What follows belongs to an exercise in optimizing a design on an open flow for small area, a short achievable clock period and few clock cycles per item; a production flow would make more cautious choices.
Function was checked by simulation only, so behaviour that the tests miss may differ from the original.
Power figures rest on the tool's default switching activity, not on a simulated workload.

north:
==> flow/design.v (excerpt) <==
module ep_filter_stream #(
  parameter int unsigned PIX_W = 8,
  parameter int unsigned WIN   = 3,
  parameter int unsigned WGT_W = 4
) (
  input  logic                     clk,
  input  logic                     rst_n,
  input  logic                     in_valid,
  output logic                     in_ready,
  input  logic [WIN*WIN*PIX_W-1:0] in_win,
  input  logic                     in_sof,
  input  logic                     in_eol,
  input  logic [3:0]               thr_shift,
  input  logic                     bypass,
  output logic                     out_valid,
  input  logic                     out_ready,
  output logic [PIX_W-1:0]         out_pix,
  output logic                     out_sof,
  output logic                     out_eol
);
make LEC_CHECK=0 CAP_MARGIN=20 CORE_MARGIN=2 CORE_UTILIZATION=40 CTS_BUF_LIST=sky130_fd_sc_hd__clkbuf_8 CTS_CLUSTER_DIAMETER=60 CTS_CLUSTER_SIZE=18 SETUP_SLACK_MARGIN=1.8 SLEW_MARGIN=20 SYNTH_HIERARCHICAL=1 finish   # period 5.0 ns
run.sh (not shown) runs the stock make flow with config.mk's settings and CLKGATE_MAP_FILE= SYNTH_SCRIPT=/design/flow/synth_recipe.tcl, a recipe that flattens the netlist after the stock synthesis.
Testbench counts of north, summed over its fixed seeds: cycles 16,064, items 16,000.
#### Input delta (south over north)
- a change of CTS_CLUSTER_DIAMETER from 60 to 50
- an added ABC_AREA of 1
- a change of CTS_CLUSTER_SIZE from 18 to 16
Findings:
south: number of inverters outside the clock class in the layout is 395 higher than what north reported.
As far as cell area is concerned, north and south perform about the same.
The lower combinational power share came out of south.
Going from north to south, synthesized cell count saw an increase, worst endpoint required time saw a decrease.
south gives more clock latency at the later pin of the worst-skew pair than north did.
Register-to-register slack came out higher on south than on north.
Number of clock buffers inserted by TritonCTS, north and south, lower one = north.
Relative to south, the following input files were edited for east:
- a change of SETUP_SLACK_MARGIN from 1.8 to 2.0
Findings:
Taking south as the reference, in east flip-flop and latch area stayed essentially flat; final net count rose by about 0.44%. The standard cells in east occupy more silicon area than those in south do. Status: post-route setup TNS parity (south, east). Comparing south with east, the clock slew at the register clock pins of the worst setup and hold paths came out essentially unchanged. east has global-route met2 utilization below what south had. Clock latency on the worst-skew pair was lower in east than in south. Going from south to east, total routed wirelength higher, post-synthesis average cell area now sits at about the same level.
Input-level comparison between west and east:
- CTS_BUF_LIST: sky130_fd_sc_hd__clkbuf_8 -> unset
- CTS_CLUSTER_DIAMETER: 50 -> unset
- ABC_AREA: 1 -> unset
- CTS_CLUSTER_SIZE: 16 -> unset
==> comparison <==
- | final setup skew | west vs east | 11 ps higher |
- On combinational group share of total power: between east and west, it ends up lower for west.
- Relative to east, the fraction of area in multi-input gates of west is higher by 1.6 points.
- Summary of west over east: utilization after layout rose 2.4 points; global-route met1 utilization rose 0.64 points; worst setup margin fell 250 ps; clock period minus final worst setup slack rose 250 ps.


== the baseline ==
ep_filter_stream, a different RTL version from the one above (not shown whole).
For scale: roughly 3500 cells after synthesis, roughly 480 flip-flops.
Settings: LEC_CHECK=0, ABC_AREA=1, CAP_MARGIN=20, CORE_MARGIN=2, CORE_UTILIZATION=40, CTS_BUF_LIST=sky130_fd_sc_hd__clkbuf_8, CTS_CLUSTER_DIAMETER=50, CTS_CLUSTER_SIZE=16, SETUP_SLACK_MARGIN=2.0, SLEW_MARGIN=20, SYNTH_HIERARCHICAL=1; clock period 5.0 ns.
In summary, the baseline completed successfully, with a layout that passed the timing, design-rule and antenna checks.
Testbench counts of the baseline, summed over its fixed seeds: cycles 16,064, items 16,000.
## Diff of input files: the candidate against the baseline
- a change of SETUP_SLACK_MARGIN from 2.0 to 2.3
==> run notes <==
- From the baseline to the candidate, number of H-tree branching levels did not move at all.
- Changes observed in the candidate relative to the baseline: routing usage on met3 fell by 0.79 points; total wirelength of the detailed-routed design rose by 4.9%; count of clock-buffer cells in the layout fell by about 1.8%; final instance area rose by about 4.5%.
- Between the baseline and the candidate, the clock transition at the registers of the reported paths figures differ only marginally.
- [diff] worst max-slew margin expressed relative to the limit, the candidate relative to the baseline: improvement
- Per the comparison of the candidate with the baseline, via count of the first global-routing pass now larger, setup slack increased 97 ps.
- [compare] base=the baseline new=the candidate: maximum frequency increased by about 3.4% relative to the old numbers, combined flip-flop and latch cell area increased by about 0.9% relative to the old numbers.


== the previous run ==
ep_filter_stream, a different RTL version from the one above (not shown whole).
For scale: about 3200 cells after synthesis, about 480 flip-flops, roughly 30000 µm² of cells after synthesis.
clock: 5.0 ns
lec_check: 0
abc_area: 1
cap_margin: 5
core_margin: 2
core_utilization: 40
cts_buf_list: sky130_fd_sc_hd__clkbuf_8
cts_cluster_diameter: 50
cts_cluster_size: 16
setup_slack_margin: 2.1
slew_margin: 5
synth_hierarchical: 1
standard.sh (not shown) runs the stock make flow with config.mk's settings and CLKGATE_MAP_FILE= SYNTH_SCRIPT=/design/flow/synth_recipe.tcl, a recipe that flattens the netlist after the stock synthesis.
==> flow/flow/run.sh <==
#!/bin/bash
# The standard layout (the standard.sh, unchanged), except that the port buffers that
# global placement inserts on every input and output are sky130_fd_sc_hd__buf_2 cells rather
# than the resizer's default pick; timing repair still resizes them where it needs to.
# The ORFS tools write their logs under orfs/logs/; make's own output goes to standard.log.
set -euo pipefail
bash standard.sh BUFFER_PORTS_ARGS="-buffer_cell sky130_fd_sc_hd__buf_2" finish > standard.log 2>&1
The previous run finished every step from synthesis to the final layout, and the layout passed the timing, design-rule and antenna checks.
Testbench counts of the previous run, summed over its fixed seeds: cycles 16,064, items 16,000.
## Diff of input files: the current run against the previous run
Settings: SLEW_MARGIN: 5 -> 20; CAP_MARGIN: 5 -> 20.
==> flow/flow/run.sh <==
#!/bin/bash
# The standard layout (the standard.sh, unchanged), except that:
#  - the port buffers that global placement inserts on every input and output are
#    sky130_fd_sc_hd__buf_2 cells rather than the resizer's default pick (timing repair still
#    resizes them where it needs to);
#  - clock tree synthesis gets the same arguments as in the standard flow (from config.mk's
#    CTS settings) plus -dont_use_dummy_load.
# The ORFS tools write their logs under orfs/logs/; make's own output goes to standard.log.
set -euo pipefail
CTS="-sink_clustering_enable -repair_clock_nets -sink_clustering_size 16 -sink_clustering_max_diameter 50 -buf_list sky130_fd_sc_hd__clkbuf_8 -dont_use_dummy_load"
bash standard.sh BUFFER_PORTS_ARGS="-buffer_cell sky130_fd_sc_hd__buf_2" CTS_ARGS="$CTS" finish > standard.log 2>&1
[summary]
- Area added between synthesis and finish for the current run is lower than for the previous run.
- Slew of the pin with the lowest slew margin, the previous run and the current run: higher on the previous run
- The previous run → the current run: multi-input combinational area share higher, area of all placed cells without fillers dropped 2.5%.
- Compared with the previous run, the current run shows a lower routed wire length.
- Of the previous run and the current run, the lower global-route usage belongs to the current run.
- Design internal power, the previous run and the current run: larger value in the previous run
- Looking only at wire length of the first global-routing pass, and setting everything else aside, the higher value of the previous run and the current run goes to the previous run.

re-timing with driven ports:
Ports are ideal in the flow. The routed layouts listed here were re-timed in OpenROAD.
Step 1 sets driving cells, clkbuf_16 on the clock port and buf_2 on the other inputs (assumed; they add their load-dependent delay and slew).
Step 2, shift: input delay + t, output delay - t, t = (earliest + latest rising clock arrival at the registers) / 2. This alone moves slack from input paths to output paths.
a / b / c = ideal ports / drivers / drivers and shift; a / b = the first two.
| run | t (ns) | setup slack, ns | hold slack, ns | clock arrival spread, ns | worst register clock-pin slew, ns |
|---|---|---|---|---|---|
| north | 0.735 | 1.747 / 1.752 / 1.017 | 0.329 / 0.329 / 0.329 | 0.038 / 0.038 | 0.12 / 0.12 |
| south | 0.760 | 1.880 / 1.880 / 1.229 | 0.334 / 0.334 / 0.334 | 0.083 / 0.084 | 0.10 / 0.10 |
| east | 0.750 | 1.927 / 1.868 / 1.397 | 0.326 / 0.326 / 0.326 | 0.040 / 0.039 | 0.10 / 0.10 |
| west | 0.697 | 1.674 / 1.679 / 0.983 | 0.324 / 0.324 / 0.324 | 0.049 / 0.049 | 0.07 / 0.07 |
| the baseline | 0.754 | 2.052 / 2.052 / 1.379 | 0.310 / 0.310 / 0.310 | 0.048 / 0.047 | 0.10 / 0.10 |
| the candidate | 0.742 | 2.149 / 2.149 / 1.427 | 0.316 / 0.316 / 0.316 | 0.051 / 0.050 | 0.10 / 0.10 |
| the previous run | 0.740 | 2.077 / 2.029 / 1.289 | 0.309 / 0.271 / 0.329 | 0.049 / 0.049 | 0.11 / 0.11 |
| the current run | 0.694 | 2.054 / 2.006 / 1.313 | 0.286 / 0.286 / 0.286 | 0.101 / 0.101 | 0.10 / 0.10 |
After both steps every run listed still meets setup and hold. The setup slack of the previous run, which loses most, moves by -0.048 ns with the drivers and by -0.788 ns with both steps.
